This design comes from an exercise in tuning for small area, a short achievable clock period and few clock cycles per item on the open sky130 flow, not from production work. The RTL was checked by simulation tests, not by an equivalence proof against the original design.

Setup of oak:
// permutation_unrank_queen_check_core
module permutation_unrank_queen_check_core (
  input  logic        clk,
  input  logic        rst,
  input  logic        cfg_wr_en,
  input  logic [3:0]  cfg_wr_data,
  input  logic        rank_in_valid,
  output logic        rank_in_ready,
  input  logic [15:0] rank_in_perm_rank,
  output logic        result_out_valid,
  input  logic        result_out_ready,
  output logic [23:0] result_out_placement,
  output logic        result_out_is_solution,
  output logic        result_out_rank_out_of_range
);
  logic [7:0]  sel;           
  logic [7:0]  rowv;          
  logic [2:0]  vld;
  logic        en;
  always_ff @(posedge clk) begin
    if (rst) sel <= 8'h80;
    else if (cfg_wr_en) begin
      if (cfg_wr_data[3] || cfg_wr_data[2:0] == 3'd0)
        sel <= cfg_wr_data[3] ? 8'h80 : 8'h01;
      else
        sel <= 8'h01 << (cfg_wr_data[2:0] - 3'd1);
    end
  end
  always_comb begin
    for (int j = 0; j < 8; j++) begin
      rowv[j] = 1'b0;
      for (int i = j; i < 8; i++) rowv[j] = rowv[j] | sel[i];
    end
  end
  assign en            = !vld[2] || result_out_ready;
  assign rank_in_ready = result_out_ready;
  always_ff @(posedge clk) begin
    if (rst) vld <= 3'd0;
    else if (en) vld <= {vld[1:0], rank_in_valid && result_out_ready};
  end
  logic [2:0]  s_q;
  logic        y0_q;          
  logic [5:0]  a15_q;
  logic [6:0]  a9_q;
  logic [2:0]  d7_q;          
  logic        oor0_q;
  always_ff @(posedge clk) begin
    if (en) begin
      logic [15:0] r;
      logic [12:0] y;
      r = rank_in_perm_rank;
      y = r[15:3];
      s_q    <= r[2:0];
      y0_q   <= y[0];
      a15_q  <= 6'(y[3:0]) + 6'(y[7:4]) + 6'(y[11:8]) + 6'(y[12]);
      a9_q   <= 7'(y[5:0]) + 7'(y[11:6]) + 7'(y[12]);
      d7_q   <= 3'(r >= 16'd5040) + 3'(r >= 16'd10080) + 3'(r >= 16'd15120) +
                3'(r >= 16'd20160) + 3'(r >= 16'd25200) + 3'(r >= 16'd30240) +
                3'(r >= 16'd35280);
      oor0_q <= (sel[0] && r >= 16'd1)    || (sel[1] && r >= 16'd2)    ||
                (sel[2] && r >= 16'd6)    || (sel[3] && r >= 16'd24)   ||
                (sel[4] && r >= 16'd120)  || (sel[5] && r >= 16'd720)  ||
                (sel[6] && r >= 16'd5040) || (sel[7] && r >= 16'd40320);
    end
  end
  logic [16:0] dig_d;         
  logic [16:0] dig_q;
  logic        oor1_q;
  always_comb begin
  ...
export LEC_CHECK = 0
export ABC_AREA = 1
export CAP_MARGIN = 20
export CORE_MARGIN = 2
export CORE_UTILIZATION = 50
export CTS_BUF_LIST = sky130_fd_sc_hd__clkbuf_8
export SLEW_MARGIN = 20
create_clock -name core_clock -period 10.0 [get_ports {clk}]
standard.sh (not shown) runs the stock make flow with config.mk's settings and CLKGATE_MAP_FILE= SYNTH_SCRIPT=/design/flow/synth_recipe.tcl, a recipe that flattens the netlist after the stock synthesis.
==> flow/flow/run.sh <==
#!/bin/bash
cd "$(dirname "$0")/.."
export ADDER_MAP_FILE=
export BUFFER_PORTS_ARGS="-buffer_cell sky130_fd_sc_hd__buf_1"
bash standard.sh SETUP_SLACK_MARGIN=5.75 finish > standard.log 2>&1
Testbench counts of oak, summed over its fixed seeds: cycles 32,024, items 32,000.
The following lists how pine was set up differently from oak:
- CORE_UTILIZATION: 50 -> 40
-- flow/flow/run.sh --
<<< oak, line 3
>>> pine, line 3
rm -rf scripts_copy
cp -r "$FLOW_HOME/scripts" scripts_copy > copy.log 2>&1
cp flow/abc_area.script scripts_copy/abc_area.script
export SCRIPTS_DIR="$PWD/scripts_copy"
==> flow/flow/abc_area.script (new file) <==
strash
dch
amap
topo
stime -c
buffer -c
upsize -c
dnsize -c
### Flow results
Both conditions hold for pine: the flow ran to the end and the final layout passed the timing, design-rule and antenna checks.
Summary of pine over oak: register-to-register slack saw a decrease; full die area shows an increase of about 10%.
oak ended up with primary input to output port as its class of the most critical setup path; pine ended up with flip-flop to flip-flop.
Aggregate routed wire length, oak and pine: smaller value in pine
As of pine, global-route wire length before repair had fallen by a little under 10% compared to oak.
Relative to pine, the following input files were edited for birch:
-- flow/flow/run.sh --
<<< pine, line 3
rm -rf scripts_copy
cp -r "$FLOW_HOME/scripts" scripts_copy > copy.log 2>&1
cp flow/abc_area.script scripts_copy/abc_area.script
export SCRIPTS_DIR="$PWD/scripts_copy"
>>> birch, line 3
removed: flow/flow/abc_area.script
==> results.txt <==
Looking at number of multi-input combinational cells in the layout across pine and birch, the one that comes out higher is birch. Area of all sequential standard cells: pine vs birch — no meaningful difference. A leading cell type in the layout, fill and taps excluded of nor2_1 is what pine shows, while nand2_1 belongs to birch. Of pine and birch, pine shows the higher post-cts sizing count, with birch below it. birch vs. pine: critical path depth fell by 41, final wirelength rose by 8.4%, minimum setup slack after placement rose by 1.21 ns, cell area after layout rose by 4.5%. birch: amount of wire on met2 after detailed routing higher than pine.


permutation_unrank_queen_check_core, a different RTL version from the one above (not shown whole).
Size: ~990 cells after synthesis, ~79 flip-flops, about 53 I/O pins.
Settings: LEC_CHECK=0, ABC_AREA=1, CAP_MARGIN=20, CORE_MARGIN=2, CORE_UTILIZATION=40, CTS_BUF_LIST=sky130_fd_sc_hd__clkbuf_8, SLEW_MARGIN=20; clock period 10.0 ns.
==> flow/flow/run.sh <==
#!/bin/bash
cd "$(dirname "$0")/.."
rm -rf scripts_copy
cp -r "$FLOW_HOME/scripts" scripts_copy > copy.log 2>&1
cp flow/abc_area.script scripts_copy/abc_area.script
export SCRIPTS_DIR="$PWD/scripts_copy"
export ADDER_MAP_FILE=
export BUFFER_PORTS_ARGS="-buffer_cell sky130_fd_sc_hd__buf_1"
bash standard.sh SETUP_SLACK_MARGIN=5.75 finish > standard.log 2>&1
==> flow/flow/abc_area.script <==
strash
dch
amap
topo
stime -c
buffer -c
upsize -c
dnsize -c
The starting point completed with no timing, DRC or antenna violations.
Testbench counts at the start, summed over its fixed seeds: cycles 32,024, items 32,000.
Next try:
--- a/flow/flow/run.sh
+++ b/flow/flow/run.sh
@@ -9 +9 @@
-bash standard.sh SETUP_SLACK_MARGIN=5.75 finish > standard.log 2>&1
+bash standard.sh SETUP_SLACK_MARGIN=5.65 finish > standard.log 2>&1
Effect:
- cell area fell by 2.8%
- routed wire length fell by about 1.1%
- global-route usage fell by 0.36 points
- core utilization fell by 1.4 points
- flip-flop and latch count does not change


== main ==
Another version of the RTL of permutation_unrank_queen_check_core (not shown whole).
Size in the first run: about 1200 cells after synthesis, roughly 7700 µm² of cells after synthesis.
==> flow/config.mk <==
export PLATFORM = sky130hd
export DESIGN_NAME = permutation_unrank_queen_check_core
export DESIGN_NICKNAME = permutation_unrank_queen_check_core
export VERILOG_FILES = /design/flow/design.v
export SDC_FILE = /design/flow/constraint.sdc
export NUM_CORES = 4
export LEC_CHECK = 0
export ABC_AREA = 1
export CAP_MARGIN = 20
export CORE_MARGIN = 2
export CORE_UTILIZATION = 40
export CTS_BUF_LIST = sky130_fd_sc_hd__clkbuf_8
export SLEW_MARGIN = 20
==> flow/constraint.sdc <==
create_clock -name core_clock -period 10.0 [get_ports {clk}]
set_input_delay 2.0000 -clock core_clock [delete_from_list [all_inputs] [get_ports {clk}]]
set_output_delay 2.0000 -clock core_clock [all_outputs]
set_load 0.01 [all_outputs]
==> flow/flow/run.sh <==
#!/bin/bash
cd "$(dirname "$0")/.."
export ADDER_MAP_FILE=
export BUFFER_PORTS_ARGS="-buffer_cell sky130_fd_sc_hd__buf_1"
bash standard.sh SETUP_SLACK_MARGIN=5.8 finish > standard.log 2>&1
Testbench counts of main, summed over its fixed seeds: cycles 32,024, items 32,000.
Setup changes, main to the feature branch
==> flow/flow/run.sh <==
#!/bin/bash
cd "$(dirname "$0")/.."
export ADDER_MAP_FILE=
export BUFFER_PORTS_ARGS="-buffer_cell sky130_fd_sc_hd__buf_1"
bash standard.sh SETUP_SLACK_MARGIN=5.6 finish > standard.log 2>&1
Notes after the runs:
Sort main and the feature branch by core utilization, ascending, and the feature branch comes first.
Count of instances resized after the clock tree is built for the feature branch is lower than for main.
Comparing biggest cell delay along the critical path for main and the feature branch, the bigger number came from the feature branch.
On slew at the pin with the worst max-slew slack, the higher figure sits with the feature branch, not main.
main and the feature branch ended up with roughly the same worst hold slack.
Wire length on met3 (lower): main


== v32 ==
Another version of the RTL of permutation_unrank_queen_check_core (not shown whole).
Size in the first run: about 67 flip-flops, about 53 I/O pins.
==> flow/config.mk <==
export PLATFORM = sky130hd
export DESIGN_NAME = permutation_unrank_queen_check_core
export DESIGN_NICKNAME = permutation_unrank_queen_check_core
export VERILOG_FILES = /design/flow/design.v
export SDC_FILE = /design/flow/constraint.sdc
export NUM_CORES = 4
export LEC_CHECK = 0
export ABC_AREA = 1
export CAP_MARGIN = 20
export CORE_MARGIN = 2
export CORE_UTILIZATION = 40
export SLEW_MARGIN = 20
==> flow/constraint.sdc <==
create_clock -name core_clock -period 10.0 [get_ports {clk}]
set_input_delay 2.0000 -clock core_clock [delete_from_list [all_inputs] [get_ports {clk}]]
set_output_delay 2.0000 -clock core_clock [all_outputs]
set_load 0.01 [all_outputs]
==> flow/flow/run.sh <==
#!/bin/bash
# Standard layout with two changes:
#  - synthesis leaves adders to ABC instead of the platform's half/full
#    adder cells (ADDER_MAP_FILE empty);
#  - the port buffers are buf_1 cells.
cd "$(dirname "$0")/.."
export ADDER_MAP_FILE=
export BUFFER_PORTS_ARGS="-buffer_cell sky130_fd_sc_hd__buf_1"
bash standard.sh > standard.log 2>&1
Testbench counts of v32, summed over its fixed seeds: cycles 32,024, items 32,000.
Edits applied to the flow inputs when going from v32 to v6:
Settings: SETUP_SLACK_MARGIN now 5, previously not set.
[summary]
v32 did not stop at any stage, and its layout met the timing, design-rule and antenna checks. v6: all stages complete, timing, DRC and antenna checks passed. Non-clock buffer count, v6 and v32, lower one = v32. v6 vs v32: data required time at the worst endpoint down in v6. Per the comparison of v6 with v32, utilization higher, post-placement worst setup slack higher, logic depth of the worst path, buffers included lower. v6 vs v32: critical path data arrival time down.


== try-quartz ==
Another version of the RTL of permutation_unrank_queen_check_core (not shown whole).
For scale: roughly 1300 cells after synthesis, ~80 flip-flops, about 53 I/O pins, about 7900 um^2 of cells after synthesis.
## permutation_unrank_queen_check_core
module permutation_unrank_queen_check_core (
  input  logic        clk,
  input  logic        rst,
  input  logic        cfg_wr_en,
  input  logic [3:0]  cfg_wr_data,
  input  logic        rank_in_valid,
  output logic        rank_in_ready,
  input  logic [15:0] rank_in_perm_rank,
  output logic        result_out_valid,
  input  logic        result_out_ready,
  output logic [23:0] result_out_placement,
  output logic        result_out_is_solution,
  output logic        result_out_rank_out_of_range
);
  logic [7:0]  sel;           
  logic [7:0]  rowv;          
  logic [2:0]  vld;
  logic        en;
  always_ff @(posedge clk) begin
    if (rst) sel <= 8'h80;
    else if (cfg_wr_en) begin
      if (cfg_wr_data[3] || cfg_wr_data[2:0] == 3'd0)
        sel <= cfg_wr_data[3] ? 8'h80 : 8'h01;
      else
        sel <= 8'h01 << (cfg_wr_data[2:0] - 3'd1);
    end
  end
  always_comb begin
    for (int j = 0; j < 8; j++) begin
      rowv[j] = 1'b0;
      for (int i = j; i < 8; i++) rowv[j] = rowv[j] | sel[i];
    end
  end
  logic        out_free;
  assign en            = !vld[2] || result_out_ready;
  assign rank_in_ready = out_free || result_out_ready;
  always_ff @(posedge clk) begin
    if (rst) vld <= 3'd0;
    else if (en) vld <= {vld[1:0], rank_in_valid};
  end
  always_ff @(posedge clk) begin
    if (rst) out_free <= 1'b1;
    else if (en) out_free <= !vld[1];
  end
  logic [2:0]  s_q;
  ...
Settings: LEC_CHECK=0, ABC_AREA=1, CAP_MARGIN=20, CORE_MARGIN=2, CORE_UTILIZATION=40, CTS_BUF_LIST=sky130_fd_sc_hd__clkbuf_8, SLEW_MARGIN=20; clock period 10.0 ns.
Scripts as last shown in full above: flow/flow/run.sh
try-quartz completed every stage of the flow, and the final layout passed the timing, design-rule and antenna checks.
Testbench counts of try-quartz, summed over its fixed seeds: cycles 32,024, items 32,000.
diff inputs: try-quartz => try-delta
# try-quartz
export LEC_CHECK = 0
export ABC_AREA = 1
export CAP_MARGIN = 20
export CORE_MARGIN = 2
export CORE_UTILIZATION = 40
export CTS_BUF_LIST = sky130_fd_sc_hd__clkbuf_8
export SLEW_MARGIN = 20
create_clock -name core_clock -period 10.0 [get_ports {clk}]
# try-delta
export LEC_CHECK = 0
export ABC_AREA = 1
export CAP_MARGIN = 20
export CORE_MARGIN = 2
export CORE_UTILIZATION = 40
export SLEW_MARGIN = 20
create_clock -name core_clock -period 10.0 [get_ports {clk}]
==> flow/flow/run.sh <==
#!/bin/bash
cd "$(dirname "$0")/.."
export ADDER_MAP_FILE=
export BUFFER_PORTS_ARGS="-buffer_cell sky130_fd_sc_hd__buf_1"
bash standard.sh SETUP_SLACK_MARGIN=5.6 finish > standard.log 2>&1
Findings:
Setup slack in try-delta is larger than in try-quartz. try-delta ended up with or2_4 as its slowest cell on the critical path; try-quartz ended up with or2_2. Reported for try-quartz and try-delta, net count after synthesis turned out identical to the last digit. Compare try-quartz and try-delta | length of routed met3 wiring higher: try-delta.
## Diff of input files: try-juniper against try-delta
==> flow/flow/run.sh <==
#!/bin/bash
# Standard layout with two changes:
#  - synthesis leaves adders to ABC instead of the platform's half/full
#    adder cells (ADDER_MAP_FILE empty);
#  - the port buffers are buf_1 cells.
cd "$(dirname "$0")/.."
export ADDER_MAP_FILE=
export BUFFER_PORTS_ARGS="-buffer_cell sky130_fd_sc_hd__buf_1"
bash standard.sh > standard.log 2>&1
--- outcome ---
Reported for try-juniper and try-delta, post-CTS setup buffer count turned out identical to the last digit.
On wire length, try-juniper and try-delta are neck and neck.
When try-juniper is measured against try-delta, its final critical delay including setup and external delays turns out 41 ps higher.
Higher length of routed met3 wiring goes to try-delta over try-juniper.
Diff try-juniper..try-delta | met1 usage | negligible
Looking at slowest cell on the critical path, the or2_2 result is from try-juniper; the or2_4 one comes from try-delta.
For data required time of the worst path, try-delta and try-juniper come out practically identical.
The area added between synthesis and finish of try-juniper falls short of that of try-delta by 0.40 points.
Delta (try-juniper minus try-delta): global routing usage summed across all routing layers essentially unchanged; cell count essentially unchanged.


The RTL this note starts from:
==> flow/design.v <==
module permutation_unrank_queen_check_core (
  input  logic        clk,
  input  logic        rst,
  input  logic        cfg_wr_en,
  input  logic [3:0]  cfg_wr_data,
  input  logic        rank_in_valid,
  output logic        rank_in_ready,
  input  logic [15:0] rank_in_perm_rank,
  output logic        result_out_valid,
  input  logic        result_out_ready,
  output logic [23:0] result_out_placement,
  output logic        result_out_is_solution,
  output logic        result_out_rank_out_of_range
);
  logic [7:0]  sel;           
  logic [7:0]  rowv;          
  logic [2:0]  vld;
  logic        en;
  always_ff @(posedge clk) begin
    if (rst) sel <= 8'h80;
    else if (cfg_wr_en) begin
      if (cfg_wr_data[3] || cfg_wr_data[2:0] == 3'd0)
        sel <= cfg_wr_data[3] ? 8'h80 : 8'h01;
      else
        sel <= 8'h01 << (cfg_wr_data[2:0] - 3'd1);
    end
  end
  always_comb begin
    for (int j = 0; j < 8; j++) begin
      rowv[j] = 1'b0;
      for (int i = j; i < 8; i++) rowv[j] = rowv[j] | sel[i];
    end
  end
  assign en            = !vld[2] || result_out_ready;
  assign rank_in_ready = result_out_ready;
  always_ff @(posedge clk) begin
    if (rst) vld <= 3'd0;
    else if (en) vld <= {vld[1:0], rank_in_valid && result_out_ready};
  end
  logic [2:0]  s_q;
  logic        y0_q;          
  logic [5:0]  a15_q;
  logic [6:0]  a9_q;
  logic [2:0]  d7_q;          
  logic        oor0_q;
  always_ff @(posedge clk) begin
    if (en) begin
      logic [15:0] r;
      logic [12:0] y;
      r = rank_in_perm_rank;
      y = r[15:3];
      s_q    <= r[2:0];
      y0_q   <= y[0];
      a15_q  <= 6'(y[3:0]) + 6'(y[7:4]) + 6'(y[11:8]) + 6'(y[12]);
      a9_q   <= 7'(y[5:0]) + 7'(y[11:6]) + 7'(y[12]);
      d7_q   <= 3'(r >= 16'd5040) + 3'(r >= 16'd10080) + 3'(r >= 16'd15120) +
                3'(r >= 16'd20160) + 3'(r >= 16'd25200) + 3'(r >= 16'd30240) +
                3'(r >= 16'd35280);
      oor0_q <= (sel[0] && r >= 16'd1)    || (sel[1] && r >= 16'd2)    ||
                (sel[2] && r >= 16'd6)    || (sel[3] && r >= 16'd24)   ||
                (sel[4] && r >= 16'd120)  || (sel[5] && r >= 16'd720)  ||
                (sel[6] && r >= 16'd5040) || (sel[7] && r >= 16'd40320);
    end
  end
  logic [16:0] dig_d;         
  logic [16:0] dig_q;
  logic        oor1_q;
  always_comb begin
    logic [4:0] b15; logic [3:0] m;
    logic [6:0] b9; logic [4:0] c9; logic [3:0] y9;
    logic [3:0] b7; logic [2:0] y7; 
    logic [1:0] mm3; logic [4:0] y24;
    logic [1:0] a, ap; logic [1:0] q4m3; logic q4m2;
    logic [4:0] t6; logic [2:0] d5, d6;
    b15 = 5'(a15_q[5:4]) + 5'(a15_q[3:0]);
    m = (b15 >= 5'd15) ? 4'(b15 - 5'd15) : b15[3:0];
    b9 = 7'(a9_q[5:0]) + 7'(a9_q[6]);
    c9 = 5'(b9[2:0]) + 5'd9 - 5'(b9[6:3]);
    y9 = (c9 >= 5'd9) ? 4'(c9 - 5'd9) : c9[3:0];
    b7 = 4'(b9[6:3]) + 4'(b9[2:0]);
    y7 = (b7 >= 4'd14) ? 3'(b7 - 4'd14) : (b7 >= 4'd7) ? 3'(b7 - 4'd7) : b7[2:0];
    case (m)
      4'd0, 4'd3, 4'd6, 4'd9, 4'd12: mm3 = 2'd0;
      4'd1, 4'd4, 4'd7, 4'd10, 4'd13: mm3 = 2'd1;
      default: mm3 = 2'd2;
    endcase
    dig_d[7:5] = (m >= 4'd12) ? 3'd4 : (m >= 4'd9) ? 3'd3 : (m >= 4'd6) ? 3'd2 :
                 (m >= 4'd3) ? 3'd1 : 3'd0;
    y24 = {mm3, s_q};         
    dig_d[0] = s_q[0];
    case (y24)
      5'd0, 5'd1, 5'd6, 5'd7, 5'd12, 5'd13, 5'd18, 5'd19: dig_d[2:1] = 2'd0;
      5'd2, 5'd3, 5'd8, 5'd9, 5'd14, 5'd15, 5'd20, 5'd21: dig_d[2:1] = 2'd1;
      default:                                            dig_d[2:1] = 2'd2;
    endcase
    dig_d[4:3] = (y24 >= 5'd18) ? 2'd3 : (y24 >= 5'd12) ? 2'd2 : (y24 >= 5'd6) ? 2'd1 : 2'd0;
    q4m2 = y0_q ^ m[0];
    a  = (y9 >= 4'd6) ? 2'd2 : (y9 >= 4'd3) ? 2'd1 : 2'd0;
    case (m)
      4'd0, 4'd1, 4'd2, 4'd9, 4'd10, 4'd11: ap = 2'd0;
      4'd3, 4'd4, 4'd5, 4'd12, 4'd13, 4'd14: ap = 2'd1;
      default: ap = 2'd2;
    endcase
    q4m3 = (ap == a) ? 2'd0 : (ap == 2'(a + 2'd1) || (a == 2'd2 && ap == 2'd0)) ? 2'd1 : 2'd2;
    case ({q4m3, q4m2})
      3'b000: d5 = 3'd0;
      3'b011: d5 = 3'd1;
      3'b100: d5 = 3'd2;
      3'b001: d5 = 3'd3;
      3'b010: d5 = 3'd4;
      default: d5 = 3'd5;
    endcase
    t6 = 5'(d5) + 5'(m) + 5'd7 - 5'(y7);
    d6 = (t6 >= 5'd21) ? 3'(t6 - 5'd21) : (t6 >= 5'd14) ? 3'(t6 - 5'd14) :
         (t6 >= 5'd7) ? 3'(t6 - 5'd7) : t6[2:0];
    dig_d[10:8]  = d5;
    dig_d[13:11] = d6;
    dig_d[16:14] = d7_q;
  end
  always_ff @(posedge clk) begin
    if (en) begin
      dig_q  <= dig_d;
      oor1_q <= oor0_q;
    end
  end
  logic [2:0]  dg [0:7];
  logic [7:0]  tb [0:7];      
  logic [7:0]  oh [0:7];      
  logic [14:0] dup_a;        
  logic [14:0] dup_d;        
  logic [23:0] place;
  function automatic logic twice8(input logic [7:0] x);
    logic [3:0] s1, t1;
    logic [1:0] s2, t2;
    for (int i = 0; i < 4; i++) begin
      s1[i] = x[2*i] | x[2*i+1];
      t1[i] = x[2*i] & x[2*i+1];
    end
    for (int i = 0; i < 2; i++) begin
      s2[i] = s1[2*i] | s1[2*i+1];
      t2[i] = t1[2*i] | t1[2*i+1] | (s1[2*i] & s1[2*i+1]);
    end
    twice8 = t2[0] | t2[1] | (s2[0] & s2[1]);
  endfunction
  always_comb begin
    dg[0] = 3'd0;
    dg[1] = {2'd0, dig_q[0]};
    dg[2] = {1'b0, dig_q[2:1]};
    dg[3] = {1'b0, dig_q[4:3]};
    dg[4] = dig_q[7:5];
    dg[5] = dig_q[10:8];
    dg[6] = dig_q[13:11];
    dg[7] = dig_q[16:14];
    for (int b = 0; b < 8; b++) begin
      logic [2:0] cb;
      cb = 3'd0;
      for (int k = 0; k < 8 - b; k++)
        if (sel[k+b]) cb = cb | dg[k];
      for (int t = 0; t < 8; t++)
        tb[b][t] = (t <= 7 - b) && (cb >= 3'(t));
    end
    for (int b = 7; b >= 1; b--) begin
      for (int a = b - 1; a >= 0; a--) begin
        logic [7:0] nt;
        nt = tb[b];
        for (int t = 1; t < 8; t++)
          nt[t] = tb[b][t] | (tb[b][t-1] & !tb[a][t]);
        tb[b] = nt;
      end
    end
    for (int b = 0; b < 8; b++)
      for (int v = 0; v < 8; v++)
        oh[b][v] = rowv[b] && tb[b][v] && (v == 7 || !tb[b][v+1]);
    for (int m = 0; m < 15; m++) begin
      logic [7:0] xa, xd;
      xa = '0;
      xd = '0;
      for (int b = 0; b < 8; b++) begin
        if (m - b >= 0 && m - b < 8) xa[b] = oh[b][m-b];
        if (m - 7 + b >= 0 && m - 7 + b < 8) xd[b] = oh[b][m-7+b];
      end
      dup_a[m] = twice8(xa);
      dup_d[m] = twice8(xd);
    end
    place = '0;
    for (int b = 0; b < 8; b++) begin
      logic [2:0] pb;
      pb[2] = tb[b][4];
      pb[1] = (tb[b][2] && !tb[b][4]) || tb[b][6];
      pb[0] = (tb[b][1] && !tb[b][2]) || (tb[b][3] && !tb[b][4]) ||
              (tb[b][5] && !tb[b][6]) || tb[b][7];
      if (rowv[b] && !oor1_q) place[3*b +: 3] = pb;
    end
  end
  logic [23:0] out_place;
  logic [1:0]  out_ca;        
  logic [1:0]  out_cd;        
  logic        out_oor;
  always_ff @(posedge clk) begin
    if (en) begin
      out_place <= place;
      out_ca    <= {|dup_a[14:7], |dup_a[6:0]};
      out_cd    <= {|dup_d[14:7], |dup_d[6:0]};
      out_oor   <= oor1_q;
    end
  end
  assign result_out_valid             = vld[2];
  assign result_out_placement         = out_place;
  assign result_out_is_solution       = !out_oor && out_ca == 2'b00 && out_cd == 2'b00;
  assign result_out_rank_out_of_range = out_oor;
endmodule
==> flow/config.mk <==
export PLATFORM = sky130hd
export DESIGN_NAME = permutation_unrank_queen_check_core
export DESIGN_NICKNAME = permutation_unrank_queen_check_core
export VERILOG_FILES = /design/flow/design.v
export SDC_FILE = /design/flow/constraint.sdc
export NUM_CORES = 4
export LEC_CHECK = 0
export ABC_AREA = 1
export CAP_MARGIN = 20
export CORE_MARGIN = 2
export CORE_UTILIZATION = 40
export CTS_BUF_LIST = sky130_fd_sc_hd__clkbuf_8
export CTS_CLUSTER_SIZE = 25
export SLEW_MARGIN = 20
==> flow/constraint.sdc <==
create_clock -name core_clock -period 10.0 [get_ports {clk}]
set_input_delay 2.0000 -clock core_clock [delete_from_list [all_inputs] [get_ports {clk}]]
set_output_delay 2.0000 -clock core_clock [all_outputs]
set_load 0.01 [all_outputs]
==> flow/flow/run.sh <==
#!/bin/bash
cd "$(dirname "$0")/.."
export ADDER_MAP_FILE=
export BUFFER_PORTS_ARGS="-buffer_cell sky130_fd_sc_hd__buf_1"
bash standard.sh SETUP_SLACK_MARGIN=5.75 finish > standard.log 2>&1
The first run passed the timing, design-rule and antenna checks.
Testbench counts at the start, summed over its fixed seeds: cycles 32,024, items 32,000.
Edit:
--- a/flow/config.mk
+++ b/flow/config.mk
@@ -12,3 +12,2 @@
 export CTS_BUF_LIST = sky130_fd_sc_hd__clkbuf_8
-export CTS_CLUSTER_SIZE = 25
 export SLEW_MARGIN = 20
After rerunning:
- routed wire length does not change
- setup slack is unchanged
- core utilization is unchanged
- global-route usage is unchanged
Edit:
==> flow/flow/run.sh (replaced) <==
#!/bin/bash
cd "$(dirname "$0")/.."
export ADDER_MAP_FILE=
export BUFFER_PORTS_ARGS="-buffer_cell sky130_fd_sc_hd__buf_1"
bash standard.sh SETUP_SLACK_MARGIN=5.6 finish > standard.log 2>&1
After rerunning: The new run produced a clean layout. First-iteration DRC count goes up by 15%. Non-clock buffer count does not change. Clock-buffer cell count does not change. Cell area went down by 0.55%. Setup slack got worse by 40 ps. Via count grows by 0.45%. Wire length is about the same.

[afterwards: timing with drivers on the ports]
Ports are ideal in the flow. The routed layouts listed here were re-timed in OpenROAD.
Step 1 (the two cells are an assumption about what drives the block):
set clk [get_ports {clk}]
set_driving_cell -lib_cell sky130_fd_sc_hd__clkbuf_16 $clk
set_driving_cell -lib_cell sky130_fd_sc_hd__buf_2 [delete_from_list [all_inputs] $clk]
Step 2 also shifts input and output timing later by t, the mid clock arrival at the registers, as if the neighbouring blocks saw the same clock.
Three values: ideal, step 1, step 2; two values: the first two.
run | shift t [ns] | setup WS [ns] | clock arrival spread, ns | slew at the worst register clock pin (ns)
oak | 0.415 | 5.774 / 5.752 / 5.500 | 0.015 / 0.014 | 0.09 / 0.09
pine | 0.414 | 4.787 / 4.787 / 4.787 | 0.015 / 0.014 | 0.09 / 0.09
birch | 0.412 | 5.764 / 5.743 / 5.624 | 0.010 / 0.010 | 0.08 / 0.08
the first run of note 2 | 0.414 | 5.744 / 5.744 / 5.537 | 0.013 / 0.013 | 0.10 / 0.10
the second run of note 2 | 0.417 | 5.663 / 5.663 / 5.350 | 0.017 / 0.016 | 0.10 / 0.10
main | 0.421 | 5.653 / 5.613 / 5.613 | 0.020 / 0.020 | 0.10 / 0.10
the feature branch | 0.415 | 5.608 / 5.569 / 5.569 | 0.018 / 0.018 | 0.10 / 0.10
v32 | 0.381 | 4.546 / 4.546 / 4.546 | 0.007 / 0.007 | 0.06 / 0.06
v6 | 0.395 | 5.101 / 5.078 / 5.078 | 0.008 / 0.008 | 0.06 / 0.06
try-quartz | 0.418 | 5.534 / 5.505 / 5.505 | 0.018 / 0.018 | 0.10 / 0.10
try-delta | 0.393 | 5.575 / 5.539 / 5.539 | 0.013 / 0.013 | 0.07 / 0.07
try-juniper | 0.390 | 5.534 / 5.505 / 5.505 | 0.014 / 0.014 | 0.07 / 0.07
the first run of note 6 | 0.422 | 5.769 / 5.751 / 5.711 | 0.018 / 0.018 | 0.10 / 0.10
the second run of note 6 | 0.422 | 5.769 / 5.751 / 5.711 | 0.018 / 0.018 | 0.10 / 0.10
the third run of note 6 | 0.424 | 5.729 / 5.708 / 5.708 | 0.018 / 0.018 | 0.09 / 0.09
After both steps setup and hold are still met in every run listed. The setup slack of the second run of note 2, which loses most, moves by 0.000 ns with the drivers and by -0.313 ns with both steps.
